Context: an optimization exercise on an open-source flow, tuned for small area. The choices shown serve that exercise and are no tape-out recipe. Function was checked by simulation only, so behaviour that the tests miss may differ from the original. Power is estimated from default activity; no workload was simulated.

File: flow/design.v
`timescale 1ns/100ps
`default_nettype none
package game_pkg;
    typedef logic [9:0]  coord_t;
    typedef logic [10:0] dist_t;         
    typedef logic [2:0]  meteor_size_t;
    typedef logic [2:0]  hp_t;
    typedef logic [15:0] score_t;
    typedef logic [7:0]  points_t;
    typedef logic [7:0]  frame_count_t;
    typedef enum logic [1:0] {
        FACE_UP    = 2'd0,
        FACE_RIGHT = 2'd1,
        FACE_DOWN  = 2'd2,
        FACE_LEFT  = 2'd3
    } facing_t;
    typedef enum logic {
        STATE_PLAYING = 1'b0,
        STATE_OVER    = 1'b1
    } play_state_t;
    typedef struct packed {
        coord_t       x;
        coord_t       y;
        meteor_size_t size;
    } meteor_t;
    typedef struct packed {
        logic    move;
        facing_t dir;
        logic    fire;
    } move_cmd_t;
    localparam int     SCREEN_W        = 640;
    localparam int     SCREEN_H        = 480;
    localparam coord_t SHIP_SPEED      = 10'd2;
    localparam coord_t BULLET_SPEED    = 10'd10;
    localparam hp_t    SHIP_MAX_HP     = 3'd4;
    localparam coord_t SHIP_COLL_R     = 10'd10;
    localparam hp_t    METEOR_START_HP = 3'd3;
    function automatic coord_t meteor_radius(input meteor_size_t size);
        case (size)
            3'd0:    meteor_radius = 10'd4;
            3'd1:    meteor_radius = 10'd8;
            3'd2:    meteor_radius = 10'd12;
            3'd3:    meteor_radius = 10'd16;
            default: meteor_radius = 10'd20;
        endcase
    endfunction
    function automatic points_t meteor_points(input meteor_size_t size);
        case (size)
            3'd0:    meteor_points = 8'd10;
            3'd1:    meteor_points = 8'd20;
            3'd2:    meteor_points = 8'd30;
            3'd3:    meteor_points = 8'd40;
            default: meteor_points = 8'd50;
        endcase
    endfunction
endpackage
`default_nettype wire
`timescale 1ns/100ps
`default_nettype none
module gc_axis #(
    parameter int         W     = 10,
    parameter logic [7:0] HI    = 8'd0,
    parameter logic [9:0] START = 10'd0
) (
    input  logic [W-1:0] c,
    input  logic         inc,
    input  logic         dec,
    input  logic         restart,
    output logic [W-1:0] d
);
    logic [9:0] cc;
    assign cc = 10'(c);
    wire hi  = ((cc[9:2] & HI) == HI) & (c[1] | c[0]);
    wire lo  = ~|cc[9:2] & ~(c[1] & c[0]);
    wire set = inc & hi;
    wire clr = dec & lo;
    logic [W:1] p;
    assign p[1] = (inc & ~hi) | (dec & ~lo);
    assign p[2] = p[1] & (c[1] ^ dec);
    for (genvar j = 2; j < W; j++) begin : g_bit
        gc_axis_bit #(.S(START[j])) u (.c(c[j]), .p(p[j]), .dec(dec), .restart(restart),
                                       .d(d[j]), .pn(p[j+1]));
    end
    wire n1 = set | (~clr & (c[1] ^ p[1]));
    wire n0 = set | (~clr & c[0]);
    assign d[1] = restart ? START[1] : n1;
    assign d[0] = restart ? START[0] : n0;
endmodule
module gc_axis_bit #(
    parameter bit S = 1'b0
) (
    input  logic c,
    input  logic p,
    input  logic dec,
    input  logic restart,
    output logic d,
    output logic pn
);
    assign d  = restart ? S : (c ^ p);
    assign pn = p & (c ^ dec);
endmodule
`default_nettype wire
`timescale 1ns/100ps
`default_nettype none
module gc_fa (
    input  logic a,
    input  logic b,
    input  logic ci,
    output logic s,
    output logic co
);
    assign s  = a ^ b ^ ci;
    assign co = (a & b) | (ci & (a ^ b));
endmodule
module gc_ha (
    input  logic a,
    input  logic b,
    output logic s,
    output logic co
);
    assign s  = a ^ b;
    assign co = a & b;
endmodule
module gc_maj (
    input  logic a,
    input  logic b,
    input  logic c,
    output logic y
);
    assign y = (a & b) | (c & (a | b));
endmodule
module gc_near #(
    parameter bit SHIP = 1'b0
) (
    input  logic [9:0] nrx,       
    input  logic [9:0] nry,       
    input  logic [9:0] mx,
    input  logic [9:0] my,
    input  logic [2:0] kr,
    output logic       near
);
    logic [9:0]  ex, ey;          
    logic [10:0] cx, cy;
    assign cx[0] = 1'b0;
    assign cy[0] = 1'b0;
    gc_ha hx0 (.a(mx[0]), .b(nrx[0]), .s(ex[0]), .co(cx[1]));
    gc_ha hy0 (.a(my[0]), .b(nry[0]), .s(ey[0]), .co(cy[1]));
    for (genvar j = 1; j < 10; j++) begin : g_sub
        gc_fa fx (.a(mx[j]), .b(nrx[j]), .ci(cx[j]), .s(ex[j]), .co(cx[j+1]));
    end
    for (genvar j = 1; j < 9; j++) begin : g_suby
        gc_fa fy (.a(my[j]), .b(nry[j]), .ci(cy[j]), .s(ey[j]), .co(cy[j+1]));
    end
    assign ey[9]  = 1'b0;       
    assign cy[10] = 1'b0;       
    wire okx = (ex[9:5] == 5'h1f & ~cx[10]) | (ex[9:5] == 5'h00 & cx[10]);
    wire oky = ((ey[8:5] == 4'h0) & (my[9] ^ cy[9])) | ((ey[8:5] == 4'hf) & ~(my[9] | cy[9]));
    wire       sx = ex[5];
    wire       sy = ey[5];
    wire [4:0] nax = ~(ex[4:0] ^ {5{sx}});
    wire [4:0] nay = ~(ey[4:0] ^ {5{sy}});
    logic [5:0] nt;
    logic [5:0] ct;
    assign ct[0] = sx;
    for (genvar j = 0; j < 5; j++) begin : g_sum
        gc_fa ft (.a(nax[j]), .b(nay[j]), .ci(ct[j]), .s(nt[j]), .co(ct[j+1]));
    end
    assign nt[5] = ct[5];
    logic [5:0] cc;
    assign cc[1] = nt[0] & sy;
    assign cc[2] = SHIP ? (nt[1] | cc[1]) : (nt[1] & cc[1]);
    for (genvar j = 2; j < 5; j++) begin : g_cmp
        gc_maj mj (.a(kr[j-2]), .b(nt[j]), .c(cc[j]), .y(cc[j+1]));
    end
    assign near = okx & oky & nt[5] & cc[5];
endmodule
`default_nettype wire
`timescale 1ns/100ps
`default_nettype none
module game_core #(
    parameter int NUM_METEORS   = 5,
    parameter int FIRE_COOLDOWN = 30,
    parameter int INVINC_FRAMES = 60
) (
    input  logic                      clk,
    input  logic                      reset_n,
    input  logic                      frame_tick,
    input  logic                      btn_up,
    input  logic                      btn_down,
    input  logic                      btn_left,
    input  logic                      btn_right,
    input  logic                      btn_fire,
    input  logic                      btn_restart,
    input  logic [23*NUM_METEORS-1:0] meteors,
    output logic [9:0]                ship_x,
    output logic [9:0]                ship_y,
    output logic [1:0]                ship_facing,
    output logic [9:0]                bullet_x,
    output logic [9:0]                bullet_y,
    output logic                      bullet_active,
    output logic [NUM_METEORS-1:0]    meteor_alive,
    output logic [15:0]               score,
    output logic [2:0]                ship_hp,
    output logic                      game_over
);
    logic [4:0]  cooldown;
    logic [5:0]  invinc;
    logic [14:0] score_q;                  
    logic [2:0]  pend;                     
    logic [1:0]  hlost [NUM_METEORS];      
    logic [8:0]  ship_y_q, bullet_y_q;
    assign ship_y   = {1'b0, ship_y_q};
    assign bullet_y = {1'b0, bullet_y_q};
    assign game_over = ~|ship_hp;
    wire ft      = frame_tick;
    wire play    = ft & ~game_over;
    wire restart = ft & game_over & btn_restart;
    wire [4:0] w = {pend[2], pend[1] | (pend[2] & pend[0]), pend[2] ^ pend[0],
                    pend[1], pend[0]};        
    logic [14:0] score_h;
    logic [15:0] sc;
    assign sc[0] = 1'b0;
    gc_ha u_sc0 (.a(score_q[0]), .b(w[0]), .s(score_h[0]), .co(sc[1]));
    for (genvar j = 1; j < 5; j++) begin : g_sca
        gc_fa u (.a(score_q[j]), .b(w[j]), .ci(sc[j]), .s(score_h[j]), .co(sc[j+1]));
    end
    for (genvar j = 5; j < 15; j++) begin : g_scb
        gc_ha u (.a(score_q[j]), .b(sc[j]), .s(score_h[j]), .co(sc[j+1]));
    end
    assign score = {score_h, 1'b0};
    wire [9:0] nsx = ~ship_x;
    wire [9:0] nsy = ~ship_y;
    wire [9:0] nbx = ~bullet_x;
    wire [9:0] nby = ~bullet_y;
    logic [NUM_METEORS-1:0] alive, hit_vec, contact_vec, hit_sel, last_hp;
    logic [2:0] pts [NUM_METEORS];
    for (genvar i = 0; i < NUM_METEORS; i++) begin : g_m
        wire [9:0] mx = meteors[23*i+13 +: 10];
        wire [9:0] my = meteors[23*i+3  +: 10];
        wire [2:0] sz = meteors[23*i    +: 3];
        wire [2:0] kb = {sz[2] | (sz[1] & sz[0]), ~sz[2] & (sz[1] ^ sz[0]), sz[2] | ~sz[0]};
        wire [2:0] ks = {|sz, sz[2] | ~(sz[1] ^ sz[0]), sz[2] | ~sz[0]};
        logic nb, ns;
        gc_near #(.SHIP(1'b0)) u_b (.nrx(nbx), .nry(nby), .mx(mx), .my(my), .kr(kb), .near(nb));
        gc_near #(.SHIP(1'b1)) u_s (.nrx(nsx), .nry(nsy), .mx(mx), .my(my), .kr(ks), .near(ns));
        assign pts[i]         = kb;
        assign alive[i]       = ~(hlost[i][1] & hlost[i][0]);
        assign last_hp[i]     = hlost[i][1] & ~hlost[i][0];
        assign hit_vec[i]     = bullet_active & alive[i] & nb;
        assign contact_vec[i] = alive[i] & ns;
        wire e = play & hit_sel[i];
        always_ff @(posedge clk or negedge reset_n) begin
            if (!reset_n)
                hlost[i] <= 2'd0;
            else
                hlost[i] <= {~restart & (hlost[i][1] ^ (hlost[i][0] & e)),
                             ~restart & (hlost[i][0] ^ e)};
        end
    end
    assign meteor_alive = alive;
    always_comb begin
        logic seen;
        seen = 1'b0;
        for (int i = 0; i < NUM_METEORS; i++) begin
            hit_sel[i] = hit_vec[i] & ~seen;
            seen       = seen | hit_vec[i];
        end
    end
    wire bullet_hit = |hit_vec;
    wire contact    = |contact_vec;
    logic [2:0] award;
    always_comb begin
        award = '0;
        for (int i = 0; i < NUM_METEORS; i++)
            award = award | ({3{hit_sel[i] & last_hp[i]}} & pts[i]);
    end
    wire up    = btn_up;
    wire down  = ~btn_up & btn_down;
    wire right = ~btn_up & ~btn_down & btn_right;
    wire left  = ~btn_up & ~btn_down & ~btn_right & btn_left;
    wire move  = btn_up | btn_down | btn_right | btn_left;
    logic [9:0] nx;
    logic [8:0] ny;
    gc_axis #(.W(10), .HI(8'b10011111), .START(10'd320)) u_ax (
        .c(ship_x), .inc(play & right), .dec(play & left), .restart(restart), .d(nx));
    gc_axis #(.W(9), .HI(8'b01110111), .START(10'd240)) u_ay (
        .c(ship_y[8:0]), .inc(play & down), .dec(play & up), .restart(restart), .d(ny));
    wire cd_zero  = ~|cooldown;
    wire iv_zero  = ~|invinc;
    wire launch   = play & btn_fire & ~bullet_active & cd_zero;
    wire fly      = play & bullet_active;
    wire take_hit = play & contact & iv_zero;
    logic [9:0] by_sub;
    logic       by_gt;
    always_comb begin
        logic bw;
        bw = 1'b0;
        for (int j = 0; j < 10; j++) begin
            if (j == 1 || j == 3) begin
                by_sub[j] = ~(bullet_y[j] ^ bw);
                bw        = ~bullet_y[j] | bw;
            end else begin
                by_sub[j] = bullet_y[j] ^ bw;
                bw        = ~bullet_y[j] & bw;
            end
        end
        by_gt = ~bw & (bullet_y != 10'd10);
    end
    logic [4:0] cd_inc;
    logic [5:0] iv_inc;
    logic [5:0] cdc;
    logic [6:0] ivc;
    assign cdc[0] = ft & ~cd_zero;
    assign ivc[0] = ft & ~iv_zero;
    for (genvar j = 0; j < 5; j++) begin : g_cd
        gc_ha u (.a(cooldown[j]), .b(cdc[j]), .s(cd_inc[j]), .co(cdc[j+1]));
    end
    for (genvar j = 0; j < 6; j++) begin : g_iv
        gc_ha u (.a(invinc[j]), .b(ivc[j]), .s(iv_inc[j]), .co(ivc[j+1]));
    end
    wire keep_b  = ~launch & ~restart;
    wire keep_by = keep_b & ~fly;
    wire fly_gt  = fly & by_gt;
    logic [9:0] d_x, d_y, d_bx, d_by;
    logic [2:0] d_hp;
    always_comb begin
        d_x  = nx;
        d_y  = {1'b0, ny};
        d_bx = ({10{launch}} & ship_x) | ({10{keep_b}} & bullet_x);
        d_by = ({10{launch}} & ship_y) | ({10{keep_by}} & bullet_y) | ({10{fly_gt}} & by_sub);
        d_hp[0] = ~restart & (ship_hp[0] ^ take_hit);
        d_hp[1] = ~restart & (ship_hp[1] ^ (take_hit & ~ship_hp[0]));
        d_hp[2] = restart | (ship_hp[2] ^ (take_hit & ~ship_hp[0] & ~ship_hp[1]));
    end
    always_ff @(posedge clk or negedge reset_n) begin
        if (!reset_n) begin
            ship_x        <= 10'd320;
            ship_y_q      <= 9'd240;
            ship_facing   <= 2'd0;
            bullet_x      <= '0;
            bullet_y_q    <= '0;
            bullet_active <= 1'b0;
            cooldown      <= '0;
            invinc        <= '0;
            ship_hp       <= 3'd4;
            score_q       <= '0;
            pend          <= '0;
        end else begin
            ship_x        <= d_x;
            ship_y_q      <= d_y[8:0];
            ship_facing   <= restart ? 2'd0 :
                             (play & move) ? {down | left, right | left} : ship_facing;
            bullet_x      <= d_bx;
            bullet_y_q    <= d_by[8:0];
            bullet_active <= launch | (keep_by & bullet_active) | (fly_gt & ~bullet_hit);
            cooldown      <= {5{~restart}} & (cd_inc | {3'b000, launch, 1'b0});
            invinc        <= {6{~restart}} & (iv_inc | {3'b000, take_hit, 2'b00});
            ship_hp       <= d_hp;
            score_q       <= {15{~restart}} & score_h;
            pend          <= {3{play}} & award;
        end
    end
endmodule
`default_nettype wire
File: flow/flow/run.sh
#!/bin/bash
# The standard layout (standard.sh, standard synthesis unchanged) with three changes:
# the port buffers use the smallest buffer cell; after floorplanning every
# combinational cell starts at its smallest size (later repair steps upsize as needed);
# the clock tree uses no dummy loads and larger sink clusters.
export BUFFER_PORTS_ARGS="-buffer_cell sky130_fd_sc_hd__buf_1"
export POST_FLOORPLAN_TCL="$PWD/flow/downsize.tcl"
export CTS_ARGS="-sink_clustering_enable -repair_clock_nets -dont_use_dummy_load -buf_list sky130_fd_sc_hd__clkbuf_8 -sink_clustering_size 50 -sink_clustering_max_diameter 500"
bash standard.sh > standard.log 2>&1
File: flow/flow/downsize.tcl
# Swap each combinational cell for the smallest cell of the same function;
# the repair steps later in the flow size up whatever timing or slew needs.
set gc_small {
  sky130_fd_sc_hd__a2111o_2 sky130_fd_sc_hd__a2111o_1
  sky130_fd_sc_hd__a2111o_4 sky130_fd_sc_hd__a2111o_1
  sky130_fd_sc_hd__a2111oi_1 sky130_fd_sc_hd__a2111oi_0
  sky130_fd_sc_hd__a2111oi_2 sky130_fd_sc_hd__a2111oi_0
  sky130_fd_sc_hd__a2111oi_4 sky130_fd_sc_hd__a2111oi_0
  sky130_fd_sc_hd__a211o_2 sky130_fd_sc_hd__a211o_1
  sky130_fd_sc_hd__a211o_4 sky130_fd_sc_hd__a211o_1
  sky130_fd_sc_hd__a211oi_2 sky130_fd_sc_hd__a211oi_1
  sky130_fd_sc_hd__a211oi_4 sky130_fd_sc_hd__a211oi_1
  sky130_fd_sc_hd__a21bo_2 sky130_fd_sc_hd__a21bo_1
  sky130_fd_sc_hd__a21bo_4 sky130_fd_sc_hd__a21bo_1
  sky130_fd_sc_hd__a21boi_1 sky130_fd_sc_hd__a21boi_0
  sky130_fd_sc_hd__a21boi_2 sky130_fd_sc_hd__a21boi_0
  sky130_fd_sc_hd__a21boi_4 sky130_fd_sc_hd__a21boi_0
  sky130_fd_sc_hd__a21o_2 sky130_fd_sc_hd__a21o_1
  sky130_fd_sc_hd__a21o_4 sky130_fd_sc_hd__a21o_1
  sky130_fd_sc_hd__a21oi_2 sky130_fd_sc_hd__a21oi_1
  sky130_fd_sc_hd__a21oi_4 sky130_fd_sc_hd__a21oi_1
  sky130_fd_sc_hd__a221o_2 sky130_fd_sc_hd__a221o_1
  sky130_fd_sc_hd__a221o_4 sky130_fd_sc_hd__a221o_1
  sky130_fd_sc_hd__a221oi_2 sky130_fd_sc_hd__a221oi_1
  sky130_fd_sc_hd__a221oi_4 sky130_fd_sc_hd__a221oi_1
  sky130_fd_sc_hd__a22o_2 sky130_fd_sc_hd__a22o_1
  sky130_fd_sc_hd__a22o_4 sky130_fd_sc_hd__a22o_1
  sky130_fd_sc_hd__a22oi_2 sky130_fd_sc_hd__a22oi_1
  sky130_fd_sc_hd__a22oi_4 sky130_fd_sc_hd__a22oi_1
  sky130_fd_sc_hd__a2bb2o_2 sky130_fd_sc_hd__a2bb2o_1
  sky130_fd_sc_hd__a2bb2o_4 sky130_fd_sc_hd__a2bb2o_1
  sky130_fd_sc_hd__a2bb2oi_2 sky130_fd_sc_hd__a2bb2oi_1
  sky130_fd_sc_hd__a2bb2oi_4 sky130_fd_sc_hd__a2bb2oi_1
  sky130_fd_sc_hd__a311o_2 sky130_fd_sc_hd__a311o_1
  sky130_fd_sc_hd__a311o_4 sky130_fd_sc_hd__a311o_1
  sky130_fd_sc_hd__a311oi_2 sky130_fd_sc_hd__a311oi_1
  sky130_fd_sc_hd__a311oi_4 sky130_fd_sc_hd__a311oi_1
  sky130_fd_sc_hd__a31o_2 sky130_fd_sc_hd__a31o_1
  sky130_fd_sc_hd__a31o_4 sky130_fd_sc_hd__a31o_1
  sky130_fd_sc_hd__a31oi_2 sky130_fd_sc_hd__a31oi_1
  sky130_fd_sc_hd__a31oi_4 sky130_fd_sc_hd__a31oi_1
  sky130_fd_sc_hd__a32o_2 sky130_fd_sc_hd__a32o_1
  sky130_fd_sc_hd__a32o_4 sky130_fd_sc_hd__a32o_1
  sky130_fd_sc_hd__a32oi_2 sky130_fd_sc_hd__a32oi_1
  sky130_fd_sc_hd__a32oi_4 sky130_fd_sc_hd__a32oi_1
  sky130_fd_sc_hd__a41o_2 sky130_fd_sc_hd__a41o_1
  sky130_fd_sc_hd__a41o_4 sky130_fd_sc_hd__a41o_1
  sky130_fd_sc_hd__a41oi_2 sky130_fd_sc_hd__a41oi_1
  sky130_fd_sc_hd__a41oi_4 sky130_fd_sc_hd__a41oi_1
  sky130_fd_sc_hd__and2_1 sky130_fd_sc_hd__and2_0
  sky130_fd_sc_hd__and2_2 sky130_fd_sc_hd__and2_0
  sky130_fd_sc_hd__and2_4 sky130_fd_sc_hd__and2_0
  sky130_fd_sc_hd__and2b_2 sky130_fd_sc_hd__and2b_1
  sky130_fd_sc_hd__and2b_4 sky130_fd_sc_hd__and2b_1
  sky130_fd_sc_hd__and3_2 sky130_fd_sc_hd__and3_1
  sky130_fd_sc_hd__and3_4 sky130_fd_sc_hd__and3_1
  sky130_fd_sc_hd__and3b_2 sky130_fd_sc_hd__and3b_1
  sky130_fd_sc_hd__and3b_4 sky130_fd_sc_hd__and3b_1
  sky130_fd_sc_hd__and4_2 sky130_fd_sc_hd__and4_1
  sky130_fd_sc_hd__and4_4 sky130_fd_sc_hd__and4_1
  sky130_fd_sc_hd__and4b_2 sky130_fd_sc_hd__and4b_1
  sky130_fd_sc_hd__and4b_4 sky130_fd_sc_hd__and4b_1
  sky130_fd_sc_hd__and4bb_2 sky130_fd_sc_hd__and4bb_1
  sky130_fd_sc_hd__and4bb_4 sky130_fd_sc_hd__and4bb_1
  sky130_fd_sc_hd__buf_2 sky130_fd_sc_hd__buf_1
  sky130_fd_sc_hd__buf_4 sky130_fd_sc_hd__buf_1
  sky130_fd_sc_hd__buf_6 sky130_fd_sc_hd__buf_1
  sky130_fd_sc_hd__buf_8 sky130_fd_sc_hd__buf_1
  sky130_fd_sc_hd__buf_12 sky130_fd_sc_hd__buf_1
  sky130_fd_sc_hd__buf_16 sky130_fd_sc_hd__buf_1
  sky130_fd_sc_hd__fa_2 sky130_fd_sc_hd__fa_1
  sky130_fd_sc_hd__fa_4 sky130_fd_sc_hd__fa_1
  sky130_fd_sc_hd__ha_2 sky130_fd_sc_hd__ha_1
  sky130_fd_sc_hd__ha_4 sky130_fd_sc_hd__ha_1
  sky130_fd_sc_hd__inv_2 sky130_fd_sc_hd__inv_1
  sky130_fd_sc_hd__inv_4 sky130_fd_sc_hd__inv_1
  sky130_fd_sc_hd__inv_6 sky130_fd_sc_hd__inv_1
  sky130_fd_sc_hd__inv_8 sky130_fd_sc_hd__inv_1
  sky130_fd_sc_hd__inv_12 sky130_fd_sc_hd__inv_1
  sky130_fd_sc_hd__inv_16 sky130_fd_sc_hd__inv_1
  sky130_fd_sc_hd__maj3_2 sky130_fd_sc_hd__maj3_1
  sky130_fd_sc_hd__maj3_4 sky130_fd_sc_hd__maj3_1
  sky130_fd_sc_hd__mux2_2 sky130_fd_sc_hd__mux2_1
  sky130_fd_sc_hd__mux2_4 sky130_fd_sc_hd__mux2_1
  sky130_fd_sc_hd__mux2_8 sky130_fd_sc_hd__mux2_1
  sky130_fd_sc_hd__mux2i_2 sky130_fd_sc_hd__mux2i_1
  sky130_fd_sc_hd__mux2i_4 sky130_fd_sc_hd__mux2i_1
  sky130_fd_sc_hd__mux4_4 sky130_fd_sc_hd__mux4_2
  sky130_fd_sc_hd__mux4_1 sky130_fd_sc_hd__mux4_2
  sky130_fd_sc_hd__nand2_2 sky130_fd_sc_hd__nand2_1
  sky130_fd_sc_hd__nand2_4 sky130_fd_sc_hd__nand2_1
  sky130_fd_sc_hd__nand2_8 sky130_fd_sc_hd__nand2_1
  sky130_fd_sc_hd__nand2b_2 sky130_fd_sc_hd__nand2b_1
  sky130_fd_sc_hd__nand2b_4 sky130_fd_sc_hd__nand2b_1
  sky130_fd_sc_hd__nand3_2 sky130_fd_sc_hd__nand3_1
  sky130_fd_sc_hd__nand3_4 sky130_fd_sc_hd__nand3_1
  sky130_fd_sc_hd__nand3b_2 sky130_fd_sc_hd__nand3b_1
  sky130_fd_sc_hd__nand3b_4 sky130_fd_sc_hd__nand3b_1
  sky130_fd_sc_hd__nand4_2 sky130_fd_sc_hd__nand4_1
  sky130_fd_sc_hd__nand4_4 sky130_fd_sc_hd__nand4_1
  sky130_fd_sc_hd__nand4b_2 sky130_fd_sc_hd__nand4b_1
  sky130_fd_sc_hd__nand4b_4 sky130_fd_sc_hd__nand4b_1
  sky130_fd_sc_hd__nand4bb_2 sky130_fd_sc_hd__nand4bb_1
  sky130_fd_sc_hd__nand4bb_4 sky130_fd_sc_hd__nand4bb_1
  sky130_fd_sc_hd__nor2_2 sky130_fd_sc_hd__nor2_1
  sky130_fd_sc_hd__nor2_4 sky130_fd_sc_hd__nor2_1
  sky130_fd_sc_hd__nor2_8 sky130_fd_sc_hd__nor2_1
  sky130_fd_sc_hd__nor2b_2 sky130_fd_sc_hd__nor2b_1
  sky130_fd_sc_hd__nor2b_4 sky130_fd_sc_hd__nor2b_1
  sky130_fd_sc_hd__nor3_2 sky130_fd_sc_hd__nor3_1
  sky130_fd_sc_hd__nor3_4 sky130_fd_sc_hd__nor3_1
  sky130_fd_sc_hd__nor3b_2 sky130_fd_sc_hd__nor3b_1
  sky130_fd_sc_hd__nor3b_4 sky130_fd_sc_hd__nor3b_1
  sky130_fd_sc_hd__nor4_2 sky130_fd_sc_hd__nor4_1
  sky130_fd_sc_hd__nor4_4 sky130_fd_sc_hd__nor4_1
  sky130_fd_sc_hd__nor4b_2 sky130_fd_sc_hd__nor4b_1
  sky130_fd_sc_hd__nor4b_4 sky130_fd_sc_hd__nor4b_1
  sky130_fd_sc_hd__nor4bb_2 sky130_fd_sc_hd__nor4bb_1
  sky130_fd_sc_hd__nor4bb_4 sky130_fd_sc_hd__nor4bb_1
  sky130_fd_sc_hd__o2111a_2 sky130_fd_sc_hd__o2111a_1
  sky130_fd_sc_hd__o2111a_4 sky130_fd_sc_hd__o2111a_1
  sky130_fd_sc_hd__o2111ai_2 sky130_fd_sc_hd__o2111ai_1
  sky130_fd_sc_hd__o2111ai_4 sky130_fd_sc_hd__o2111ai_1
  sky130_fd_sc_hd__o211a_2 sky130_fd_sc_hd__o211a_1
  sky130_fd_sc_hd__o211a_4 sky130_fd_sc_hd__o211a_1
  sky130_fd_sc_hd__o211ai_2 sky130_fd_sc_hd__o211ai_1
  sky130_fd_sc_hd__o211ai_4 sky130_fd_sc_hd__o211ai_1
  sky130_fd_sc_hd__o21a_2 sky130_fd_sc_hd__o21a_1
  sky130_fd_sc_hd__o21a_4 sky130_fd_sc_hd__o21a_1
  sky130_fd_sc_hd__o21ai_1 sky130_fd_sc_hd__o21ai_0
  sky130_fd_sc_hd__o21ai_2 sky130_fd_sc_hd__o21ai_0
  sky130_fd_sc_hd__o21ai_4 sky130_fd_sc_hd__o21ai_0
  sky130_fd_sc_hd__o21ba_2 sky130_fd_sc_hd__o21ba_1
  sky130_fd_sc_hd__o21ba_4 sky130_fd_sc_hd__o21ba_1
  sky130_fd_sc_hd__o21bai_2 sky130_fd_sc_hd__o21bai_1
  sky130_fd_sc_hd__o21bai_4 sky130_fd_sc_hd__o21bai_1
  sky130_fd_sc_hd__o221a_2 sky130_fd_sc_hd__o221a_1
  sky130_fd_sc_hd__o221a_4 sky130_fd_sc_hd__o221a_1
  sky130_fd_sc_hd__o221ai_2 sky130_fd_sc_hd__o221ai_1
  sky130_fd_sc_hd__o221ai_4 sky130_fd_sc_hd__o221ai_1
  sky130_fd_sc_hd__o22a_2 sky130_fd_sc_hd__o22a_1
  sky130_fd_sc_hd__o22a_4 sky130_fd_sc_hd__o22a_1
  sky130_fd_sc_hd__o22ai_2 sky130_fd_sc_hd__o22ai_1
  sky130_fd_sc_hd__o22ai_4 sky130_fd_sc_hd__o22ai_1
  sky130_fd_sc_hd__o2bb2a_2 sky130_fd_sc_hd__o2bb2a_1
  sky130_fd_sc_hd__o2bb2a_4 sky130_fd_sc_hd__o2bb2a_1
  sky130_fd_sc_hd__o2bb2ai_2 sky130_fd_sc_hd__o2bb2ai_1
  sky130_fd_sc_hd__o2bb2ai_4 sky130_fd_sc_hd__o2bb2ai_1
  sky130_fd_sc_hd__o311a_2 sky130_fd_sc_hd__o311a_1
  sky130_fd_sc_hd__o311a_4 sky130_fd_sc_hd__o311a_1
  sky130_fd_sc_hd__o311ai_1 sky130_fd_sc_hd__o311ai_0
  sky130_fd_sc_hd__o311ai_2 sky130_fd_sc_hd__o311ai_0
  sky130_fd_sc_hd__o311ai_4 sky130_fd_sc_hd__o311ai_0
  sky130_fd_sc_hd__o31a_2 sky130_fd_sc_hd__o31a_1
  sky130_fd_sc_hd__o31a_4 sky130_fd_sc_hd__o31a_1
  sky130_fd_sc_hd__o31ai_2 sky130_fd_sc_hd__o31ai_1
  sky130_fd_sc_hd__o31ai_4 sky130_fd_sc_hd__o31ai_1
  sky130_fd_sc_hd__o32a_2 sky130_fd_sc_hd__o32a_1
  sky130_fd_sc_hd__o32a_4 sky130_fd_sc_hd__o32a_1
  sky130_fd_sc_hd__o32ai_2 sky130_fd_sc_hd__o32ai_1
  sky130_fd_sc_hd__o32ai_4 sky130_fd_sc_hd__o32ai_1
  sky130_fd_sc_hd__o41a_2 sky130_fd_sc_hd__o41a_1
  sky130_fd_sc_hd__o41a_4 sky130_fd_sc_hd__o41a_1
  sky130_fd_sc_hd__o41ai_2 sky130_fd_sc_hd__o41ai_1
  sky130_fd_sc_hd__o41ai_4 sky130_fd_sc_hd__o41ai_1
  sky130_fd_sc_hd__or2_1 sky130_fd_sc_hd__or2_0
  sky130_fd_sc_hd__or2_2 sky130_fd_sc_hd__or2_0
  sky130_fd_sc_hd__or2_4 sky130_fd_sc_hd__or2_0
  sky130_fd_sc_hd__or2b_2 sky130_fd_sc_hd__or2b_1
  sky130_fd_sc_hd__or2b_4 sky130_fd_sc_hd__or2b_1
  sky130_fd_sc_hd__or3_2 sky130_fd_sc_hd__or3_1
  sky130_fd_sc_hd__or3_4 sky130_fd_sc_hd__or3_1
  sky130_fd_sc_hd__or3b_2 sky130_fd_sc_hd__or3b_1
  sky130_fd_sc_hd__or3b_4 sky130_fd_sc_hd__or3b_1
  sky130_fd_sc_hd__or4_2 sky130_fd_sc_hd__or4_1
  sky130_fd_sc_hd__or4_4 sky130_fd_sc_hd__or4_1
  sky130_fd_sc_hd__or4b_2 sky130_fd_sc_hd__or4b_1
  sky130_fd_sc_hd__or4b_4 sky130_fd_sc_hd__or4b_1
  sky130_fd_sc_hd__or4bb_2 sky130_fd_sc_hd__or4bb_1
  sky130_fd_sc_hd__or4bb_4 sky130_fd_sc_hd__or4bb_1
  sky130_fd_sc_hd__xnor2_2 sky130_fd_sc_hd__xnor2_1
  sky130_fd_sc_hd__xnor2_4 sky130_fd_sc_hd__xnor2_1
  sky130_fd_sc_hd__xnor3_2 sky130_fd_sc_hd__xnor3_1
  sky130_fd_sc_hd__xnor3_4 sky130_fd_sc_hd__xnor3_1
  sky130_fd_sc_hd__xor2_2 sky130_fd_sc_hd__xor2_1
  sky130_fd_sc_hd__xor2_4 sky130_fd_sc_hd__xor2_1
  sky130_fd_sc_hd__xor3_2 sky130_fd_sc_hd__xor3_1
  sky130_fd_sc_hd__xor3_4 sky130_fd_sc_hd__xor3_1
}
set gc_n 0
foreach inst [[ord::get_db_block] getInsts] {
  set m [[$inst getMaster] getName]
  if { [dict exists $gc_small $m] } {
    $inst swapMaster [[ord::get_db] findMaster [dict get $gc_small $m]]
    incr gc_n
  }
}
puts "downsize: replaced $gc_n cells"
File: flow/standard.sh
#!/bin/bash
# synth_recipe.tcl (not shown) runs the flow's synth.tcl, then flattens the netlist and writes it again
# the make line also repeats each setting of config.mk as NAME=value (left out here)
make -C /OpenROAD-flow-scripts/flow DESIGN_CONFIG=/design/flow/config.mk WORK_HOME=/design/flow/orfs CLKGATE_MAP_FILE= SYNTH_SCRIPT=/design/flow/synth_recipe.tcl "${@:-finish}"
File: flow/config.mk
export PLATFORM = sky130hd
export DESIGN_NAME = game_core
export DESIGN_NICKNAME = game_core
export VERILOG_FILES = /design/flow/design.v
export SDC_FILE = /design/flow/constraint.sdc
export NUM_CORES = 4
export LEC_CHECK = 0
export CAP_MARGIN = 20
export CORE_MARGIN = 2
export CORE_UTILIZATION = 60
export CTS_BUF_LIST = sky130_fd_sc_hd__clkbuf_4 sky130_fd_sc_hd__clkbuf_8
export CTS_CLUSTER_SIZE = 30
export SLEW_MARGIN = 20
export SYNTH_HIERARCHICAL = 1
export SYNTH_MINIMUM_KEEP_SIZE = 0
File: flow/constraint.sdc
create_clock -name core_clock -period 10.0 [get_ports {clk}]
set_input_delay 2.0000 -clock core_clock [delete_from_list [all_inputs] [get_ports {clk}]]
set_output_delay 2.0000 -clock core_clock [all_outputs]
set_load 0.01 [all_outputs]
==> results of run 1 <==
power groups by stage:
stage	Sequential (W)	Combinational, W	Clock (W)
global route	0.000548	0.00536	0.000217
CTS	0.000532	0.00471	0.000205
finish	0.000532	0.00468	0.000201
global placement	0.000536	0.00448	0
floorplan	0.000539	0.00397	0
detailed placement	0.000538	0.00467	0
routing by layer:
metal,global-route usage (%),part of all wire [%],vias to the layer above
met5,0,0.044,-
met1,46.2,43,4218
met4,10.1,2.8,2
met2,51.2,48,291
met3,6.29,6.8,52
li1,-,-,3754
registers in the layout, summed over array words and instances (netlist names):
signal,cells
ship_x,10
pend,3
score_q,15
ship_facing,2
bullet_active,1
invinc,6
hlost,10
ship_hp,3
bullet_y_q,9
ship_y_q,9
bullet_x,10
cooldown,5
worst paths after layout:
kind,startpoint,cells after the start,to
max in group asynchronous,reset_n,2,hlost[3][1]$_DFF_PN0_
max reg2reg,bullet_x[0]$_DFF_PN0_,23,hlost[4][0]$_DFF_PN0_
min,ship_facing[0]$_DFFE_PN0P_,2,ship_facing[0]$_DFFE_PN0P_
max,meteors[13],23,hlost[4][0]$_DFF_PN0_
min in group asynchronous,reset_n,1,ship_x[3]$_DFF_PN0_
min reg2reg,ship_facing[0]$_DFFE_PN0P_,2,ship_facing[0]$_DFFE_PN0P_
worst max-delay path, delay by kind of cell:
| family | cells | cell delay (ns) |
|---|---|---|
| xor gates and xnor gates | 1 | 0.16 |
| buffers and inverters | 1 | 0.09 |
| adders and majority gates | 13 | 5.20 |
| AOI/OAI and AO/OA | 2 | 0.52 |
| and+or+nand+nor | 6 | 1.04 |
final cells by class:
class,count,share of cell area [%]
clock buffers,9,0.971
inverters,88,2.59
multi-input cells,825,71.7
flip-flops and latches,83,16.4
well taps,265,2.60
repair buffers,192,5.80
stage by stage:
stage | util, % | power [W]
after detailed placement | 64.9 | 0.00521
after global routing | 65.5 | 0.00613
after floorplan | - | 0.00451
after CTS | 65.5 | 0.00545
final | 65.5 | 0.00542
after global placement | 64.9 | 0.00502
==> results.txt, run 1 <==
* Vias per cell at between 5 and 6
* Critical Path End Type: flop
* Fill count at ~1600
* Final Critical Period at ~9 ns
* Leakage at slightly above 5 nW
* RSZ-0062 raised after global routing: no
* Hold-fix buffers, CTS at 0
* Internal Power at around 0.0027 W
* Die ar. at about 21000 sq um
* Largest net degree at the start of global routing at 75
* Crit Path Category: in2reg
* Top-level port count at 192
* Core area at 19500 sq um
* Drt wl/cell at about 22 microns
* Crit path required time at 10.25 ns
* R2r setup slk at about 2.3 ns
* Peak supply drop at between 0.2 and 0.25 mV
* Worst-skew pair later-pin latency at ~0.40 ns
* Die W at between 100 and 150 microns
* Congestion Overflow GR at 0
* Hold Fails Final Rpt at 0
* CTS sink count at 83
* Syn. warnings at 9
* Post-CTS resize count at 0
* Post-CTS Setup Bufs at 0
* FMAX at ~110 MHz
* Crit share post-route at 87.4%
* CTS buffer count at 9
* Worst-path cell chain: buf_1 > ha_1 > fa_1 > fa_1 > fa_1 > fa_1 > fa_1 > xnor2_1 > fa_1 > fa_1 > fa_1 > fa_1 > fa_1 > maj3_1 > nand4b_1 > nor4_1 > o22a_1 > and2_0 > a32o_1 > or2_0 > nor3_1 > ha_1 > and2_0
* Detailed Place HPWL at 26.0 mm
* Switch share at 50.1%
* Max cap viols at 0
* First-pass GRT wire length at around 48 mm
* Ant diodes at 0
* Worst hold slack at approximately 0.53 ns
* Slew Limit Fails at 0
* Routed via count at 8317
* Initial Util at about three fifths
* Worst-Margin Slew at ~1 ns
* Final Instance Area at 12800 sq um
* Placed Area at around 13000 sq um
* Power Density at ~420 nW/um^2
* Clock-pin slew on the worst setup and hold paths at roughly 0.07 ns
* Post-Syn Instances at just over 1000
* 1st-pass router iterations at 5
* Switching power at around 0.0027 W
* Commonest non-fill, non-tap cell in the layout: fa_1
* Final worst slack at approximately 1.3 ns
* Reg area at 2090 sq um
* Outcome: complete, no violations
* Clock tree buffer depth at 2
* Most frequent cell on the critical path: fa_1
* Clock skew at 0.0485 ns
* Final Non-Filler Cells at ~1500
* DRT Wirelength at 31.8 mm
* Slew Limit Headroom at between 30% and 40%
* GRT Total Usage at between 30% and 40%
* Clock power frac at between 3 and 4%
* Synth Cell Area at around 12000 sq um
* Post-route ant nets at 0
* Slowest CP cell: fa_1
* Logic pwr share at ~87%
* CTS tree: done
* Hold Path Class: reg2reg
* Register share of total power at 9.8%
* Final TNS setup at 0 ns
* Placed cell count at between 1000 and 1500
* DR iter-0 viols at 484
* Crit-path max cell delay at between 0.7 and 0.8 ns
* Area of the multi-input gates at about 9000 sq um
* Post-Syn Area per Cell at between 10 and 15 sq um
* Initial antenna violation count at 1
* Crit-path max FO at 8
* Startpoint Class: input port
* Root buf cell: clkbuf_8
* Htree depth at 3
* Layout cell share with drive strength beyond 1 at roughly 1.8%
* Cell Rows at 51
* Commonest cells after routing, fill and taps aside: fa_1 (224), buf_1 (187), xnor2_1 (121), inv_1 (88), ha_1 (77)
* Layout Area Growth over Synthesis at 7.50%
* GPL Wtd Cong at 0.926
* Final setup viols at 0
* Port Buffers at 188
* WP data arrival at 9.00 ns
* Number of remaining DRC errors at 0
* Die height at between 100 and 150 microns
* Vias in the first global route at roughly 8500
* Pre-CTS setup slack at roughly 0.86 ns
* # nets final at around 1600
==> run 2, diff against run 1 <==
--- a/flow/flow/run.sh
+++ b/flow/flow/run.sh
@@ -6,4 +6,4 @@
 export BUFFER_PORTS_ARGS="-buffer_cell sky130_fd_sc_hd__buf_1"
 export POST_FLOORPLAN_TCL="$PWD/flow/downsize.tcl"
-export CTS_ARGS="-sink_clustering_enable -repair_clock_nets -dont_use_dummy_load -buf_list sky130_fd_sc_hd__clkbuf_8 -sink_clustering_size 50 -sink_clustering_max_diameter 500"
+export CTS_ARGS="-sink_clustering_enable -repair_clock_nets -dont_use_dummy_load -root_buf sky130_fd_sc_hd__clkbuf_8 -buf_list sky130_fd_sc_hd__clkbuf_4"
 bash standard.sh > standard.log 2>&1
==> run 2 against run 1 <==
Still clean on timing, DRC and antenna. Sequential share of layout area is the same. Synthesized area is the same. Clock-buffer cell count is the same. First-iteration DRC count is the same. Worst hold slack is the same. Global-route usage is the same. Largest power group unchanged.
==> results.txt, run 2 <==
* Outcome: complete, no violations
* Max reg flops at 15
* Root buf cell: clkbuf_8
* First-pass GRT wire length at about 48 mm
* Top sig layer: met5
* Hold Path Depth at 2
* Hold Path End: ship_facing[0]$_DFFE_PN0P_
* Initial antenna violation count at 1
* Worst-skew pair later-pin latency at 0.40 ns
* FMAX at 114 MHz
* Ant diodes at 0
* Peak supply drop at between 0.2 and 0.25 mV
* Reg2reg path depth at 23
* Synth Cell Area at roughly 12000 sq um
* Final TNS setup at 0 ns
* GRT Total Usage at roughly a third
* Die W at ~140 microns
* WP data arrival at ~9.0 ns
* HP Start: ship_facing[0]$_DFFE_PN0P_
* Tot Pwr at 0.00542 W
* Vias in the first global route at approximately 8500
* Number of remaining DRC errors at 0
* Final setup viols at 0
* Initial Util at roughly 61%
* Layout cell share with drive strength beyond 1 at between 1.5 and 2%
* Routed via count at a little over 8000
* Met2 Wirelength at around 15 mm
* Slew Limit Headroom at between 30% and 40%
* Die height at between 100 and 150 microns
* Clock-pin slew on the worst setup and hold paths at ~0.07 ns
* DR iter-0 viols at between 400 and 500
* Clock tree buffer depth at 2
* GPL Wtd Cong at approximately 0.93
* Largest net degree at the start of global routing at 75
* Drt wl/cell at roughly 22 microns
* Logic pwr share at between 80 and 90%
* CTS sink count at 83
* # nets final at 1624
* Core area at around 19000 sq um
* Commonest non-fill, non-tap cell in the layout: fa_1
* Htree depth at 3
* Power Density at 425 nW/um^2
* Post-Syn Instances at 1029
* Startpoint Class: input port
* CTS tree: done
* Reg2reg start: bullet_x[0]$_DFF_PN0_
* Syn. warnings at 9
* Reg-to-reg critical path endpoint: hlost[4][0]$_DFF_PN0_
* Final Non-Filler Cells at ~1500
* Met1 Wirelength at 13.6 mm
* Most flops, register: score_q
* WL met3 at ~2.1 mm
* Critical Path End Type: flop
* Switch share at around 50%
* Worst-Margin Slew at roughly 1 ns
* Crit Path Category: in2reg
* Commonest cells after routing, fill and taps aside: fa_1 (224), buf_1 (187), xnor2_1 (121), inv_1 (88), ha_1 (77)
* Clock skew at ~0.048 ns
* Leakage at just over 5 nW
* Die ar. at 20900 sq um
* Switching power at about 0.0027 W
* Layout Area Growth over Synthesis at 7.50%
* Crit-path max FO at 8
* Hold-fix buffers, CTS at 0
* Fill count at between 1500 and 2000
* Clock power frac at 3.7%
* Port Buffers at roughly 190
* Post-route ant nets at 0
* R2r setup slk at roughly 2.3 ns
* Post-Syn Area per Cell at roughly 12 sq um
* CTS buffer count at 9
* Detailed Place HPWL at 26.0 mm
* Crit share post-route at between 80 and 90%
* Congestion Overflow GR at 0
* Slew Limit Fails at 0
* Hold Path Class: reg2reg
* Crit path required time at approximately 10 ns
* Final Critical Period at a little under 9 ns
* Register share of total power at 9.8%
* Vias per cell at roughly 5.7
* Cell Rows at between 50 and 60
* Post-CTS resize count at 0
* Top-level port count at between 150 and 200
* Hold Fails Final Rpt at 0
* Internal Power at about 0.0027 W
* Max cap viols at 0
* RSZ-0062 raised after global routing: no
* DRT Wirelength at between 30 and 40 mm
* Placed cell count at between 1000 and 1500
* Post-CTS Setup Bufs at 0
* 1st-pass router iterations at 5
==> run 2: critical path, cell delays in order <==
cell and delay [ns]:
buf_1 0.09, ha_1 0.21, fa_1 0.38, fa_1 0.39
fa_1 0.39, fa_1 0.39, fa_1 0.74, xnor2_1 0.16
fa_1 0.44, fa_1 0.39, fa_1 0.39, fa_1 0.39
fa_1 0.44, maj3_1 0.39, nand4b_1 0.12, nor4_1 0.05
o22a_1 0.20, and2_0 0.23, a32o_1 0.32, or2_0 0.31
nor3_1 0.20, ha_1 0.26, and2_0 0.13
==> run 2: worst max path at each step <==
stage,slack (ns),startpoint,end
global route,0.94,meteors[13],hlost[4][1]$_DFF_PN0_
CTS,1.26,meteors[13],hlost[4][0]$_DFF_PN0_
floorplan,1.43,meteors[3],hlost[4][0]$_DFF_PN0_
finish,1.26,meteors[13],hlost[4][0]$_DFF_PN0_
detailed placement,0.86,meteors[13],hlost[4][0]$_DFF_PN0_
global placement,1.04,meteors[13],hlost[4][0]$_DFF_PN0_
==> run 2: per-stage QoR <==
step / worst slack, ns / area, sq um / hold WS, ns / utilization (%)
final: 1.26 / 12800 / 0.528 / 65.5
after global routing: 0.939 / 12800 / 0.561 / 65.5
after CTS: 1.26 / 12800 / 0.531 / 65.5
after detailed placement: 0.859 / 12600 / 0.516 / 64.9
after global placement: 1.04 / 12600 / 0.519 / 64.9
after floorplan: 1.43 / 11900 / 0.523 / -
==> run 2: power groups by stage <==
stage / combinational, W / sequential (W) / clock, W
after global routing: 0.00536 / 0.000548 / 0.000217
after CTS: 0.00471 / 0.000532 / 0.000205
final: 0.00468 / 0.000532 / 0.000201
after global placement: 0.00448 / 0.000536 / 0
after floorplan: 0.00397 / 0.000539 / 0
after detailed placement: 0.00467 / 0.000538 / 0
==> run 2: final cells by class <==
type / count / area, sq um / area share [%]
inverters: 88 / 330 / 2.59
clock buffers: 9 / 124 / 0.971
multi-input cells: 825 / 9140 / 71.7
flip-flops and latches: 83 / 2090 / 16.4
well taps: 265 / 332 / 2.60
repair buffers: 192 / 739 / 5.80
==> run 2: per-layer routing <==
metal	vias to the layer above	global-route usage (%)
met5	-	0
met2	291	51.2
met1	4218	46.2
met4	2	10.1
li1	3754	-
met3	52	6.29
==> run 3, diff against run 2 <==
--- a/flow/flow/run.sh
+++ b/flow/flow/run.sh
@@ -6,4 +6,4 @@
 export BUFFER_PORTS_ARGS="-buffer_cell sky130_fd_sc_hd__buf_1"
 export POST_FLOORPLAN_TCL="$PWD/flow/downsize.tcl"
-export CTS_ARGS="-sink_clustering_enable -repair_clock_nets -dont_use_dummy_load -root_buf sky130_fd_sc_hd__clkbuf_8 -buf_list sky130_fd_sc_hd__clkbuf_4"
+export CTS_ARGS="-sink_clustering_enable -repair_clock_nets -dont_use_dummy_load -buf_list sky130_fd_sc_hd__clkbuf_8 -sink_clustering_size 30"
 bash standard.sh > standard.log 2>&1
==> run 3 against run 2 <==
Still clean on timing, DRC and antenna. Die area is the same. First-iteration DRC count is the same. Sequential cell count did not move. Sequential share of layout area did not move. Power unchanged. Cell area is the same. Register-to-register slack is essentially flat. Largest cell class unchanged.
==> results.txt, run 3 <==
* Outcome: complete, no violations
* Synth Cell Area at approximately 12000 sq um
* Drt wl/cell at between 20 and 25 microns
* Detailed Place HPWL at ~26 mm
* First-pass GRT wire length at approximately 48 mm
* Fill count at 1647
* Die height at between 100 and 150 microns
* Reg area at 2090 sq um
* 1st-pass router iterations at 5
* Post-CTS resize count at 0
* Routed via count at just over 8000
* Crit share post-route at between 80% and 90%
* Fin util at about two thirds
* Crit path required time at 10.25 ns
* Final TNS setup at 0 ns
* GPL Wtd Cong at 0.926
* Max cap viols at 0
* Top-level port count at 192
* Peak supply drop at approximately 0.21 mV
* Slew Limit Fails at 0
* Final setup viols at 0
* Startpoint Class: input port
* GRT Total Usage at ~33%
* Crit-path max cell delay at 0.74 ns
* Initial antenna violation count at 1
* Post-route ant nets at 0
* Clock-pin slew on the worst setup and hold paths at 0.07 ns
* Htree depth at 3
* Crit Path Category: in2reg
* Layout cell share with drive strength beyond 1 at under 10%
* WP data arrival at ~9.0 ns
* CTS sink count at 83
* Cell Rows at between 50 and 60
* DRT Wirelength at 31.8 mm
* Post-Syn Instances at just over 1000
* Worst-path cell chain: buf_1 > ha_1 > fa_1 > fa_1 > fa_1 > fa_1 > fa_1 > xnor2_1 > fa_1 > fa_1 > fa_1 > fa_1 > fa_1 > maj3_1 > nand4b_1 > nor4_1 > o22a_1 > and2_0 > a32o_1 > or2_0 > nor3_1 > ha_1 > and2_0
* Clock tree buffer depth at 2
* Critical Path End Type: flop
* Hold Fails Final Rpt at 0
* Max reg flops at 15
* Ant diodes at 0
* Vias in the first global route at 8456
* Post-Syn Area per Cell at between 10 and 15 sq um
* Final Instance Area at 12800 sq um
* DR iter-0 viols at between 400 and 500
* Most frequent cell on the critical path: fa_1
* Power Density at between 400 and 500 nW/um^2
* Slew Limit Headroom at between 30 and 40%
* CTS buffer count at 9
* Hold-fix buffers, CTS at 0
* CTS tree: done
* Placed Area at around 13000 sq um
* Vias per cell at between 5 and 6
* Clock skew at around 0.048 ns
* Final Critical Period at 8.74 ns
* # nets final at 1624
* Commonest non-fill, non-tap cell in the layout: fa_1
* Crit-path max FO at 8
* Congestion Overflow GR at 0
* Leakage at 5.11 nW
* Number of remaining DRC errors at 0
* Syn. warnings at 9
* Largest net degree at the start of global routing at 75
* Post-CTS Setup Bufs at 0
* Commonest cells after routing, fill and taps aside: fa_1 (224), buf_1 (187), xnor2_1 (121), inv_1 (88), ha_1 (77)
* Root buf cell: clkbuf_8
* FMAX at roughly 110 MHz
* Hold Path Class: reg2reg
* Area of the multi-input gates at ~9100 sq um
* Layout Area Growth over Synthesis at 7.50%
* Die ar. at roughly 21000 sq um
* Core area at 19500 sq um
* Slowest CP cell: fa_1
* Worst-skew pair later-pin latency at around 0.4 ns
* Tot Pwr at approximately 0.0054 W
* Die W at 145 microns
* Worst-Margin Slew at 0.990 ns
* Port Buffers at between 150 and 200
* RSZ-0062 raised after global routing: no
* Most flops, register: score_q
* Initial Util at about three fifths
-- run 3: final timing paths --
| kind | slack (ns) | cells past startpoint | to | startpoint |
|---|---|---|---|---|
| setup / recovery | 1.26 | 23 | hlost[4][0]$_DFF_PN0_ | meteors[13] |
| hold / removal | 0.53 | 2 | ship_facing[0]$_DFFE_PN0P_ | ship_facing[0]$_DFFE_PN0P_ |
| setup reg to reg | 2.33 | 23 | hlost[4][0]$_DFF_PN0_ | bullet_x[0]$_DFF_PN0_ |
| hold reg to reg | 0.53 | 2 | ship_facing[0]$_DFFE_PN0P_ | ship_facing[0]$_DFFE_PN0P_ |
| max in group asynchronous | 7.31 | 2 | hlost[3][1]$_DFF_PN0_ | reset_n |
| min in group asynchronous | 1.45 | 1 | ship_x[3]$_DFF_PN0_ | reset_n |
-- run 3: cell type report --
type                    instances  share of cell area (%)
multi-input cells             825                    71.7
flip-flops and latches         83                    16.4
repair buffers                192                    5.80
well taps                     265                    2.60
inverters                      88                    2.59
clock buffers                   9                   0.971
-- run 3: stage by stage --
stage | hold slack [ns] | instances | setup WS [ns]
after floorplan | 0.523 | 1031 | 1.43
after global placement | 0.519 | 1453 | 1.04
after detailed placement | 0.516 | 1453 | 0.859
after CTS | 0.531 | 1462 | 1.26
after global routing | 0.561 | 1462 | 0.939
final | 0.528 | 1462 | 1.26
-- run 3: critical path: cells and delay by family --
| family | cells | cell delay, ns |
|---|---|---|
| fa+ha+maj | 13 | 5.20 |
| simple gates | 6 | 1.04 |
| compound gates | 2 | 0.52 |
| xor+xnor | 1 | 0.16 |
| buf+inv | 1 | 0.09 |
-- run 3: layer usage --
metal	track usage [%]	part of all wire [%]	vias up
li1	-	-	3754
met2	51.2	48	291
met5	0	0.044	-
met3	6.29	6.8	52
met1	46.2	43	4218
met4	10.1	2.8	2
-- run 3: report_power, final --
part / internal [W] / switching [W]
combinational: 0.00219 / 0.00249
sequential: 0.000427 / 0.000106
clock: 0.0000808 / 0.000120
==> run 4, diff against run 3 <==
--- a/flow/design.v
+++ b/flow/design.v
@@ -122,4 +122,22 @@
     assign co = a & b;
 endmodule
+module gc_kdec (
+    input  logic [2:0] sz,
+    output logic [2:0] kb,
+    output logic [2:0] ks
+);
+    wire x = sz[1] ^ sz[0];
+    assign kb = {sz[2] | (sz[1] & sz[0]), ~sz[2] & x, sz[2] | ~sz[0]};
+    assign ks = {sz[2] | sz[1] | sz[0], sz[2] | ~x, sz[2] | ~sz[0]};
+endmodule
+module gc_ao22 (
+    input  logic a1,
+    input  logic a2,
+    input  logic b1,
+    input  logic b2,
+    output logic x
+);
+    assign x = (a1 & a2) | (b1 & b2);
+endmodule
 module gc_maj (
     input  logic a,
@@ -206,5 +224,5 @@
     logic [4:0]  cooldown;
     logic [5:0]  invinc;
-    logic [14:0] score_q;                  
+    logic [4:0]  kills_q;                  
     logic [2:0]  pend;                     
     logic [1:0]  hlost [NUM_METEORS];      
@@ -216,17 +234,22 @@
     wire play    = ft & ~game_over;
     wire restart = ft & game_over & btn_restart;
-    wire [4:0] w = {pend[2], pend[1] | (pend[2] & pend[0]), pend[2] ^ pend[0],
-                    pend[1], pend[0]};        
-    logic [14:0] score_h;
-    logic [15:0] sc;
-    assign sc[0] = 1'b0;
-    gc_ha u_sc0 (.a(score_q[0]), .b(w[0]), .s(score_h[0]), .co(sc[1]));
-    for (genvar j = 1; j < 5; j++) begin : g_sca
-        gc_fa u (.a(score_q[j]), .b(w[j]), .ci(sc[j]), .s(score_h[j]), .co(sc[j+1]));
-    end
-    for (genvar j = 5; j < 15; j++) begin : g_scb
-        gc_ha u (.a(score_q[j]), .b(sc[j]), .s(score_h[j]), .co(sc[j+1]));
-    end
-    assign score = {score_h, 1'b0};
+    logic [4:0] nh;                           
+    logic [5:1] nc;
+    gc_ha u_n0 (.a(kills_q[0]), .b(pend[0]), .s(nh[0]), .co(nc[1]));
+    gc_fa u_n1 (.a(kills_q[1]), .b(pend[1]), .ci(nc[1]), .s(nh[1]), .co(nc[2]));
+    gc_fa u_n2 (.a(kills_q[2]), .b(pend[2]), .ci(nc[2]), .s(nh[2]), .co(nc[3]));
+    gc_ha u_n3 (.a(kills_q[3]), .b(nc[3]), .s(nh[3]), .co(nc[4]));
+    gc_ha u_n4 (.a(kills_q[4]), .b(nc[4]), .s(nh[4]), .co(nc[5]));
+    logic [7:0] s10;
+    logic [7:4] s10c;
+    assign s10[0] = 1'b0;
+    assign s10[1] = nh[0];
+    assign s10[2] = nh[1];
+    gc_ha u_s3 (.a(nh[2]), .b(nh[0]), .s(s10[3]), .co(s10c[4]));
+    gc_fa u_s4 (.a(nh[3]), .b(nh[1]), .ci(s10c[4]), .s(s10[4]), .co(s10c[5]));
+    gc_fa u_s5 (.a(nh[4]), .b(nh[2]), .ci(s10c[5]), .s(s10[5]), .co(s10c[6]));
+    gc_ha u_s6 (.a(nh[3]), .b(s10c[6]), .s(s10[6]), .co(s10c[7]));
+    assign s10[7] = nh[4] ^ s10c[7];
+    assign score = {8'd0, s10};
     wire [9:0] nsx = ~ship_x;
     wire [9:0] nsy = ~ship_y;
@@ -239,6 +262,6 @@
         wire [9:0] my = meteors[23*i+3  +: 10];
         wire [2:0] sz = meteors[23*i    +: 3];
-        wire [2:0] kb = {sz[2] | (sz[1] & sz[0]), ~sz[2] & (sz[1] ^ sz[0]), sz[2] | ~sz[0]};
-        wire [2:0] ks = {|sz, sz[2] | ~(sz[1] ^ sz[0]), sz[2] | ~sz[0]};
+        logic [2:0] kb, ks;
+        gc_kdec u_k (.sz(sz), .kb(kb), .ks(ks));
         logic nb, ns;
         gc_near #(.SHIP(1'b0)) u_b (.nrx(nbx), .nry(nby), .mx(mx), .my(my), .kr(kb), .near(nb));
@@ -323,9 +346,11 @@
     wire fly_gt  = fly & by_gt;
     logic [9:0] d_x, d_y, d_bx, d_by;
+    for (genvar j = 0; j < 10; j++) begin : g_bx
+        gc_ao22 u (.a1(launch), .a2(ship_x[j]), .b1(keep_b), .b2(bullet_x[j]), .x(d_bx[j]));
+    end
     logic [2:0] d_hp;
     always_comb begin
         d_x  = nx;
         d_y  = {1'b0, ny};
-        d_bx = ({10{launch}} & ship_x) | ({10{keep_b}} & bullet_x);
         d_by = ({10{launch}} & ship_y) | ({10{keep_by}} & bullet_y) | ({10{fly_gt}} & by_sub);
         d_hp[0] = ~restart & (ship_hp[0] ^ take_hit);
@@ -344,5 +369,5 @@
             invinc        <= '0;
             ship_hp       <= 3'd4;
-            score_q       <= '0;
+            kills_q       <= '0;
             pend          <= '0;
         end else begin
@@ -357,5 +382,5 @@
             invinc        <= {6{~restart}} & (iv_inc | {3'b000, take_hit, 2'b00});
             ship_hp       <= d_hp;
-            score_q       <= {15{~restart}} & score_h;
+            kills_q       <= {5{~restart}} & nh;
             pend          <= {3{play}} & award;
         end
--- a/flow/config.mk
+++ b/flow/config.mk
@@ -8,5 +8,5 @@
 export CAP_MARGIN = 20
 export CORE_MARGIN = 2
-export CORE_UTILIZATION = 60
+export CORE_UTILIZATION = 75
 export CTS_BUF_LIST = sky130_fd_sc_hd__clkbuf_4 sky130_fd_sc_hd__clkbuf_8
 export CTS_CLUSTER_SIZE = 30
==> run 4 against run 3 <==
Still clean on timing, DRC and antenna. First-iteration DRC count grew 53%. Worst setup slack gained 0.039 ns. Routed wire length shrank 2.4%. Critical path depth shrank 1. Critical path type unchanged.
==> results.txt, run 4 <==
* Outcome: complete, no violations
* Crit path required time at 10.23 ns
* Hold Path End: ship_facing[0]$_DFFE_PN0P_
* Power Density at between 300 and 400 nW/um^2
* Die W at ~130 microns
* Slowest CP cell: fa_1
* Crit Path Category: in2reg
* Final TNS setup at 0 ns
* Worst hold slack at 0.531 ns
* Worst Path Buf+Inv at 1
* Reg-to-reg critical path endpoint: ship_hp[2]$_DFF_PN1_
* Detailed Place HPWL at between 20 and 25 mm
* Post-route ant nets at 0
* Root buf cell: clkbuf_8
* Startpoint Class: input port
* Cell Rows at 45
* Setup crit start: meteors[13]
* CTS buffer count at 9
* Htree depth at 3
* Clock tree buffer depth at 2
* Final Critical Period at roughly 8.7 ns
* Crit-path leading delay family: adder cells
* Die ar. at about 16000 sq um
* Number of remaining DRC errors at 0
* Commonest cells after routing, fill and taps aside: fa_1 (224), buf_1 (179), xnor2_1 (121), inv_1 (67), dfrtp_1 (66)
* First-pass GRT wire length at 47.4 mm
* Crit-path max FO at 8
* Port Buffers at 180
* Crit-path max cell delay at between 0.7 and 0.8 ns
* Max cap viols at 0
* HP Start: ship_facing[0]$_DFFE_PN0P_
* Clock skew at 0.0279 ns
* WP data arrival at a little under 9 ns
* Syn. warnings at 9
* Worst-Margin Slew at approximately 0.94 ns
* Vias in the first global route at 8685
* Layout cell share with drive strength beyond 1 at under 10%
* CTS tree: done
* Peak supply drop at around 0.21 mV
* FMAX at ~110 MHz
* Vias per cell at 6.37
* Reg2reg start: ship_x[0]$_DFF_PN0_
* Leakage at around 4.7 nW
* RSZ-0062 raised after global routing: no
* GPL Wtd Cong at slightly below 1
* Congestion Overflow GR at 0
* Hold Path Class: reg2reg
* Slew Limit Headroom at approximately 37%
* Worst-path cell chain: buf_1 > ha_1 > fa_1 > fa_1 > fa_1 > fa_1 > fa_1 > xnor2_1 > fa_1 > fa_1 > fa_1 > fa_1 > fa_1 > maj3_1 > nand4b_1 > nor4_1 > o22a_1 > nand2_1 > o21ai_0 > nor3b_1 > a221o_1 > a221o_1
* Critical Path End Type: flop
* Routed via count at around 8500
* DRT Wirelength at 31.0 mm
* Drt wl/cell at 23.4 microns
* Die height at 128 microns
* Layout Area Growth over Synthesis at 5.84%
* Initial Util at 75.9%
* Final setup viols at 0
* Hold Path Depth at 2
* Post-Syn Instances at 982
* Synth Cell Area at between 10000 and 15000 sq um
* Core area at between 15000 and 20000 sq um
* 1st-pass router iterations at 7
* GRT Total Usage at between 40 and 50%
* Largest registers: bullet_x x10, hlost x10, ship_x x10
* Most frequent cell on the critical path: fa_1
* Initial antenna violation count at 0
* CTS sink count at between 70 and 80
* Clock-pin slew on the worst setup and hold paths at about 0.070 ns
* Post-CTS resize count at 0
* Crit share post-route at between 80% and 90%
* Hold-fix buffers, CTS at 0
* Post-Syn Area per Cell at ~12 sq um
* R2r setup slk at between 2 and 2.5 ns
* Post-CTS Setup Bufs at 0
* Top-level port count at between 150 and 200
* Reg2reg path depth at 23
* Commonest non-fill, non-tap cell in the layout: fa_1
* # nets final at between 1500 and 2000
* Worst-skew pair later-pin latency at about 0.36 ns
* Ant diodes at 0
* Largest net degree at the start of global routing at between 70 and 80
* Slew Limit Fails at 0
* DR iter-0 viols at approximately 740
* Hold Fails Final Rpt at 0
[run 4: report_power, final]
group,switching (W),internal [W],total [W]
logic,0.00186,0.00163,0.00350
clock network,0.0000985,0.0000803,0.000179
registers,0.0000912,0.000363,0.000454
total,0.00205,0.00207,0.00413
[run 4: stage by stage]
stage	setup slack (ns)	cells	instance area, sq um	power (W)	util [%]
after floorplan	1.70	992	11500	0.00336	-
after global placement	1.18	1318	12000	0.00369	79.5
after detailed placement	0.992	1318	12000	0.00390	79.5
after CTS	1.36	1327	12100	0.00410	80.4
after global routing	1.01	1327	12100	0.00456	80.4
final	1.29	1327	12100	0.00413	80.4
[run 4: worst max-delay path by stage]
stage	cells after the start	slack, ns	end
after global routing	21	1.01	pend[2]$_DFF_PN0_
after detailed placement	23	0.99	ship_hp[2]$_DFF_PN1_
final	22	1.29	pend[2]$_DFF_PN0_
after floorplan	23	1.70	ship_hp[2]$_DFF_PN1_
after global placement	22	1.18	pend[2]$_DFF_PN0_
after CTS	23	1.36	ship_hp[2]$_DFF_PN1_
[run 4: layout make-up]
| type | count | area, sq um |
|---|---|---|
| flip-flops and latches | 73 | 1840 |
| inverters | 67 | 251 |
| well taps | 188 | 235 |
| clock buffers | 9 | 124 |
| repair buffers | 184 | 707 |
| fillers | 980 | 2960 |
| multi-input cells | 806 | 8970 |
[run 4: worst register-to-register path, delay by kind of cell (launching register included)]
family          cells  cell delay (ns)
buf+inv             1             0.29
simple gates        3             0.25
compound gates      3             0.84
flops               1             0.51
xor+xnor            2             0.31
fa+ha+maj          14             5.55
[run 4: per-layer routing]
layer | vias to the layer above | part of all wire (%) | track usage, %
met1 | 4220 | 36 | 51.5
met2 | 485 | 48 | 64.7
met3 | 141 | 8.9 | 7.37
met5 | - | 0 | 0
met4 | 0 | 7.0 | 24.2
li1 | 3608 | - | -
==> run 5, diff against run 4 <==
--- a/flow/config.mk
+++ b/flow/config.mk
@@ -8,5 +8,5 @@
 export CAP_MARGIN = 20
 export CORE_MARGIN = 2
-export CORE_UTILIZATION = 75
+export CORE_UTILIZATION = 60
 export CTS_BUF_LIST = sky130_fd_sc_hd__clkbuf_4 sky130_fd_sc_hd__clkbuf_8
 export CTS_CLUSTER_SIZE = 30
==> run 5 against run 4 <==
Worst setup slack worse by 0.0029 ns. Clock skew down 0.0089 ns. Non-clock buffer count down 1. Critical path type unchanged.
==> results.txt, run 5 <==
* Outcome: complete, no violations
* R2r setup slk at around 2.3 ns
* Commonest non-fill, non-tap cell in the layout: fa_1
* Clock skew at roughly 0.019 ns
* Detailed Place HPWL at around 25 mm
* Hold Fails Final Rpt at 0
* Fill count at approximately 1600
* Initial antenna violation count at 0
* DRT Wirelength at around 32 mm
* Initial Util at 61.3%
* Clock tree buffer depth at 2
* Vias per cell at between 5 and 6
* Core area at 18700 sq um
* Logic pwr share at 84.4%
* Largest net degree at the start of global routing at between 70 and 80
* Clock-pin slew on the worst setup and hold paths at roughly 0.08 ns
* HP Start: bullet_x[1]$_DFF_PN0_
* Slew Limit Headroom at 36.5%
* Internal Power at 0.00206 W
* GRT Total Usage at 32.8%
* First-pass GRT wire length at about 48 mm
* Post-Syn Area per Cell at about 12 sq um
* Critical Path End Type: flop
* Htree depth at 3
* Slew Limit Fails at 0
* FMAX at between 100 and 150 MHz
* Final worst slack at 1.29 ns
* Layout Area Growth over Synthesis at 6.30%
* Clock power frac at between 4 and 5%
* # nets final at around 1600
* GPL Wtd Cong at just under 0.9
* Commonest cells after routing, fill and taps aside: fa_1 (224), buf_1 (179), xnor2_1 (121), inv_1 (67), dfrtp_1 (66)
* Pre-CTS setup slack at roughly 1.0 ns
* Syn. warnings at 9
* Synth Cell Area at between 10000 and 15000 sq um
* Top-level port count at between 150 and 200
* Setup crit start: meteors[13]
* Final TNS setup at 0 ns
* Die ar. at approximately 20000 sq um
* Crit share post-route at 87.1%
* Die height at approximately 140 microns
* Fin util at 65.1%
* Reg2reg start: ship_x[0]$_DFF_PN0_
* Peak supply drop at about 0.15 mV
* Startpoint Class: input port
* Power Density at 333 nW/um^2
* Crit-path max FO at 8
* DR iter-0 viols at 482
* Ant diodes at 0
* Worst-skew pair later-pin latency at approximately 0.35 ns
* Hold Path Class: reg2reg
* WP data arrival at approximately 9.0 ns
* Crit path required time at around 10 ns
* Number of remaining DRC errors at 0
* CTS buffer count at 9
* Switching power at approximately 0.002 W
* RSZ-0062 raised after global routing: no
* Vias in the first global route at around 8500
* Port Buffers at 180
* Cell Rows at 50
* Post-route ant nets at 0
* Worst-Margin Slew at 0.952 ns
* Hold-fix buffers, CTS at 0
* Register share of total power at ~11%
* CTS tree: done
* Crit Path Category: in2reg
* Layout cell share with drive strength beyond 1 at around 1.8%
* Final Critical Period at slightly below 9 ns
* Congestion Overflow GR at 0
* Post-Syn Instances at about 1000
* Drt wl/cell at around 23 microns
* CTS sink count at between 70 and 80
* Largest registers: bullet_x x10, hlost x10, ship_x x10
* Max cap viols at 0
* Routed via count at 8056
* Die W at between 100 and 150 microns
* Final setup viols at 0
* Root buf cell: clkbuf_8
* Switch share at between 40% and 50%
* Post-CTS resize count at 0
* 1st-pass router iterations at 5
* Leakage at between 4 and 5 nW
* Post-CTS Setup Bufs at 0
-- run 5: critical path: stages --
cell and delay, ns:
buf_1 0.10, ha_1 0.21, fa_1 0.38, fa_1 0.40, fa_1 0.39, fa_1 0.40, fa_1 0.79, xnor2_1 0.19
fa_1 0.46, fa_1 0.39, fa_1 0.39, fa_1 0.41, fa_1 0.44, maj3_1 0.39, nand4_1 0.11, nor2_1 0.06
o22a_1 0.23, nand3_1 0.15, nand3_1 0.18, nor4_1 0.63, a221o_1 0.26
-- run 5: metrics by stage --
stage                     std cells  hold WS, ns  total power, W  area [sq um]
after floorplan                 992        0.517         0.00336         11500
after global placement         1363        0.501         0.00375         12100
after detailed placement       1363        0.509         0.00387         12100
after CTS                      1372        0.528         0.00408         12200
after global routing           1372        0.559         0.00457         12200
final                          1372        0.525         0.00406         12200
-- run 5: final timing paths --
path,cells after the start,to
max in group asynchronous,2,ship_y_q[8]$_DFF_PN0_
min in group asynchronous,2,bullet_x[8]$_DFF_PN0_
min reg2reg,1,bullet_x[1]$_DFF_PN0_
max,21,pend[1]$_DFF_PN0_
max reg2reg,23,ship_hp[2]$_DFF_PN1_
min,1,bullet_x[1]$_DFF_PN0_
-- run 5: layout make-up --
class / instances / area, sq um / share of cell area, %
inverters: 67 / 251 / 2.06
well taps: 234 / 293 / 2.40
flip-flops and latches: 73 / 1840 / 15.1
repair buffers: 183 / 702 / 5.76
clock buffers: 9 / 124 / 1.02
multi-input cells: 806 / 8970 / 73.7
-- run 5: power by group through the flow --
stage | clock network [W] | registers [W] | logic (W)
2_1_floorplan | 0 | 0.000451 | 0.00291
3_3_place_gp | 0 | 0.000456 | 0.00329
3_5_place_dp | 0 | 0.000457 | 0.00342
4_1_cts | 0.000188 | 0.000452 | 0.00344
5_1_grt | 0.000197 | 0.000464 | 0.00391
6_report | 0.000183 | 0.000452 | 0.00343
-- run 5: layer usage --
layer  global-route usage [%]  share of wire [%]  vias up
li1                         -                  -     3595
met3                     7.44                8.0       57
met1                     41.8                 39     4086
met2                     55.9                 50      318
met5                        0                  0        -
met4                     11.1                3.3        0
